Background: an optimization exercise with open tools, aiming at small area, a short achievable clock period and few clock cycles per item. Do not read the settings as production practice.
RTL that was checked went through simulation tests only; none was proved equivalent to the original.

// dense_layer
module dense_layer #(
    parameter int NUM_INPUTS    = 4,
    parameter int NUM_OUTPUTS   = 4,
    parameter int FP_TOTAL_BITS = 16,
    parameter int FP_FRAC_BITS  = 8
) (
    input  logic                                                      clk,
    input  logic                                                      reset,
    input  logic                                                      start,
    input  logic [NUM_INPUTS-1:0][FP_TOTAL_BITS-1:0]                  input_vector,
    input  logic [NUM_OUTPUTS-1:0][NUM_INPUTS-1:0][FP_TOTAL_BITS-1:0] weight_matrix,
    input  logic [NUM_OUTPUTS-1:0][FP_TOTAL_BITS-1:0]                 bias_vector,
    output logic [NUM_OUTPUTS-1:0][FP_TOTAL_BITS-1:0]                 layer_out,
    output logic                                                      busy,
    output logic                                                      done
);
    localparam logic [2:0] C_LAST = 3'd4;
    logic        r_busy, r_done;
    logic        r_shift;    
    logic        r_en;       
    logic [2:0]  r_cnt;
    logic [3:0][7:0] e_one, e_two, e_neg;    
    logic [7:0] e_one0, e_one1, e_one2, e_one3, e_two0, e_two1, e_two2, e_two3, e_neg0, e_neg1, e_neg2, e_neg3;
    assign {e_one3, e_one2, e_one1, e_one0} = e_one;
    assign {e_two3, e_two2, e_two1, e_two0} = e_two;
    assign {e_neg3, e_neg2, e_neg1, e_neg0} = e_neg;
    logic [3:0][15:0] wr0, wr1, wr2, wr3;
    logic [15:0] br0, br1, br2, br3;
    logic [15:0] w0_0, w0_1, w0_2, w0_3, b0r;
    logic [15:0] r_out0, r_out1, r_out2;
    logic [33:0] fa_a, fa_b, sum;
    logic [15:0] r_sum;
    logic        sat_hi, sat_lo, r_sat_hi, r_sat_lo;
  ...
Size: about 4100 cells after synthesis, ~630 flip-flops.
clock: 10.0 ns
lec_check: 0
abc_area: 1
cap_margin: 20
core_margin: 2
core_utilization: 40
cts_cluster_diameter: 120
cts_cluster_size: 24
setup_slack_margin: 5
slew_margin: 60
synth_hierarchical: 1
synth_minimum_keep_size: 0
standard.sh (not shown) runs the stock make flow with config.mk's settings and CLKGATE_MAP_FILE= SYNTH_SCRIPT=/design/flow/synth_recipe.tcl, a recipe that flattens the netlist after the stock synthesis.
==> flow/flow/run.sh <==
#!/bin/bash
# Own flow: the standard layout (standard.sh, unchanged synthesis), with
#  - port buffers of the smallest buffer cell instead of the default delay cell,
#  - a larger setup repair margin, so timing repair works towards a shorter period.
# Every tool writes its full output under orfs/logs/; make's own output goes to flow.log here.
set -uo pipefail
MARGIN=$(cat flow/margin.txt 2>/dev/null || echo 5)
bash standard.sh finish \
  "BUFFER_PORTS_ARGS=-buffer_cell sky130_fd_sc_hd__buf_1" \
  "SETUP_SLACK_MARGIN=$MARGIN" > flow.log 2>&1
rc=$?
cp -r orfs/logs flow_logs 2>/dev/null || true
exit $rc
==> flow/flow/margin.txt <==
5
Change:
- SLEW_MARGIN: 60 -> 20
Setup slack improved by 63 ps.
Routed wire length is lower by 0.35%.
Die area stays the same.
Sequential share of layout area grows by 0.51 points.
Clock-buffer cell count is unchanged.
Core utilization goes down by 0.71 points.
No functional check of the RTL was part of any run of this note.


try-willow:
Another version of the RTL of dense_layer (not shown whole).
For scale: roughly 450 I/O pins.
==> flow/config.mk <==
export PLATFORM = sky130hd
export DESIGN_NAME = dense_layer
export DESIGN_NICKNAME = dense_layer
export VERILOG_FILES = /design/flow/design.v
export SDC_FILE = /design/flow/constraint.sdc
export NUM_CORES = 4
export LEC_CHECK = 0
export ABC_AREA = 1
export CAP_MARGIN = 20
export CORE_MARGIN = 2
export CORE_UTILIZATION = 40
export CTS_CLUSTER_DIAMETER = 120
export CTS_CLUSTER_SIZE = 24
export SETUP_SLACK_MARGIN = 5
export SLEW_MARGIN = 20
export SYNTH_HIERARCHICAL = 1
export SYNTH_MINIMUM_KEEP_SIZE = 0
==> flow/constraint.sdc <==
create_clock -name core_clock -period 10.0 [get_ports {clk}]
set_input_delay 2.0000 -clock core_clock [delete_from_list [all_inputs] [get_ports {clk}]]
set_output_delay 2.0000 -clock core_clock [all_outputs]
set_load 0.01 [all_outputs]
Scripts as last shown in full above: flow/flow/run.sh, flow/flow/margin.txt
Testbench counts of try-willow, summed over its fixed seeds: cycles 3,576, items 512.
Input-level comparison between try-sierra and try-willow:
Settings: TNS_END_PERCENT newly set to 0.
==> flow/flow/run.sh <==
#!/bin/bash
# Own flow: the standard layout (standard.sh, unchanged synthesis), with
#  - port buffers of the smallest buffer cell instead of the default delay cell,
#  - the setup repair margin from flow/margin.txt, and any further ORFS make
#    variables listed one per line in flow/extra.txt.
# Every tool writes its full output under orfs/logs/; make's own output goes to flow.log here.
set -uo pipefail
MARGIN=$(cat flow/margin.txt 2>/dev/null || echo 5)
EXTRA=()
if [[ -f flow/extra.txt ]]; then
  while IFS= read -r line; do [[ -n "$line" ]] && EXTRA+=("$line"); done < flow/extra.txt
fi
bash standard.sh finish \
  "BUFFER_PORTS_ARGS=-buffer_cell sky130_fd_sc_hd__buf_1" \
  "SETUP_SLACK_MARGIN=$MARGIN" "${EXTRA[@]}" > flow.log 2>&1
rc=$?
cp -r orfs/logs flow_logs 2>/dev/null || true
exit $rc
==> flow/flow/extra.txt (new file) <==
SETUP_MOVE_SEQUENCE=unbuffer,sizeup,swap,buffer,split
==> flow/flow/margin.txt <==
6.0
Findings:
Diff try-willow -> try-sierra: proportion of cell area occupied by registers went down 1.4 points, total number of vias rose by 723. Compared to try-willow, try-sierra leaves less free space in the core. Looking at capturing element of the worst setup path, the pipe1[13] result is from try-willow; the pipe1[22] one comes from try-sierra. [compare] base=try-willow new=try-sierra: highest clock rate went up about 4.3%, fraction of the cycle the final worst path needs went down 1.7 points, number of cells on the critical path went up 2, first-pass GRT wire length went up 700 µm. try-sierra vs. try-willow: maximum single-stage delay on the critical path decreased by 0.30 ns relative to the old numbers, count of non-filler cells in the finished layout increased by 162 relative to the old numbers.
Setup changes, try-sierra to try-nickel
Settings: TNS_END_PERCENT removed (was 0).
==> flow/flow/run.sh <==
#!/bin/bash
# Own flow: the standard layout (standard.sh, unchanged synthesis), with
#  - port buffers of the smallest buffer cell instead of the default delay cell,
#  - a larger setup repair margin, so timing repair works towards a shorter period.
# Every tool writes its full output under orfs/logs/; make's own output goes to flow.log here.
set -uo pipefail
MARGIN=$(cat flow/margin.txt 2>/dev/null || echo 5)
bash standard.sh finish \
  "BUFFER_PORTS_ARGS=-buffer_cell sky130_fd_sc_hd__buf_1" \
  "SETUP_SLACK_MARGIN=$MARGIN" > flow.log 2>&1
rc=$?
cp -r orfs/logs flow_logs 2>/dev/null || true
exit $rc
==> flow/flow/margin.txt <==
5.9
removed: flow/flow/extra.txt
Results
- There was hardly any difference in all-layer global routing usage between try-sierra and try-nickel.
- Going from try-sierra to try-nickel, total number of nets in the final design saw a decrease, post-CTS repair timing setup buffer count saw a decrease.
- Compared with try-sierra, in try-nickel design area lower, number of antenna violations at the first check in global routing down 1, overall routed net length now smaller, share of post-route cells with drive strength above 1 fell 2.2 points.
- try-nickel packs its core more loosely than try-sierra.
- try-nickel — sequential share of layout area 0.60 points higher, try-sierra as reference

-- separate check: timing with driven ports --
In the flow no input, the clock included, has a driving cell. The finished layouts below were timed again as built, in two steps.
Step 1 sets driving cells, clkbuf_16 on the clock port and buf_2 on the other inputs (assumed; they add their load-dependent delay and slew).
Step 2 times the ports against the registers' clock, not the clock port: input delays grow and output delays shrink by t, the midpoint of the rising clock arrivals with the driver on.
a / b / c = no drivers / after step 1 / after step 2; a / b = the first two.
| run | t, ns | slack for setup (ns) | worst setup path after step 2 | slew at the worst register clock pin (ns) | worst data-port slew with drivers (ns) |
|---|---|---|---|---|---|
| the first run of note 1 | 0.681 | 5.728 / 5.728 / 5.728 | register to register | 0.10 / 0.10 | 0.09 |
| the second run of note 1 | 0.675 | 5.791 / 5.791 / 5.791 | register to register | 0.10 / 0.10 | 0.09 |
| try-willow | 0.707 | 5.803 / 5.803 / 5.803 | register to register | 0.11 / 0.11 | 0.07 |
| try-sierra | 0.707 | 5.975 / 5.975 / 5.975 | register to register | 0.11 / 0.11 | 0.08 |
| try-nickel | 0.708 | 5.946 / 5.946 / 5.946 | register to register | 0.11 / 0.11 | 0.08 |
After both steps every run listed still meets setup and hold.
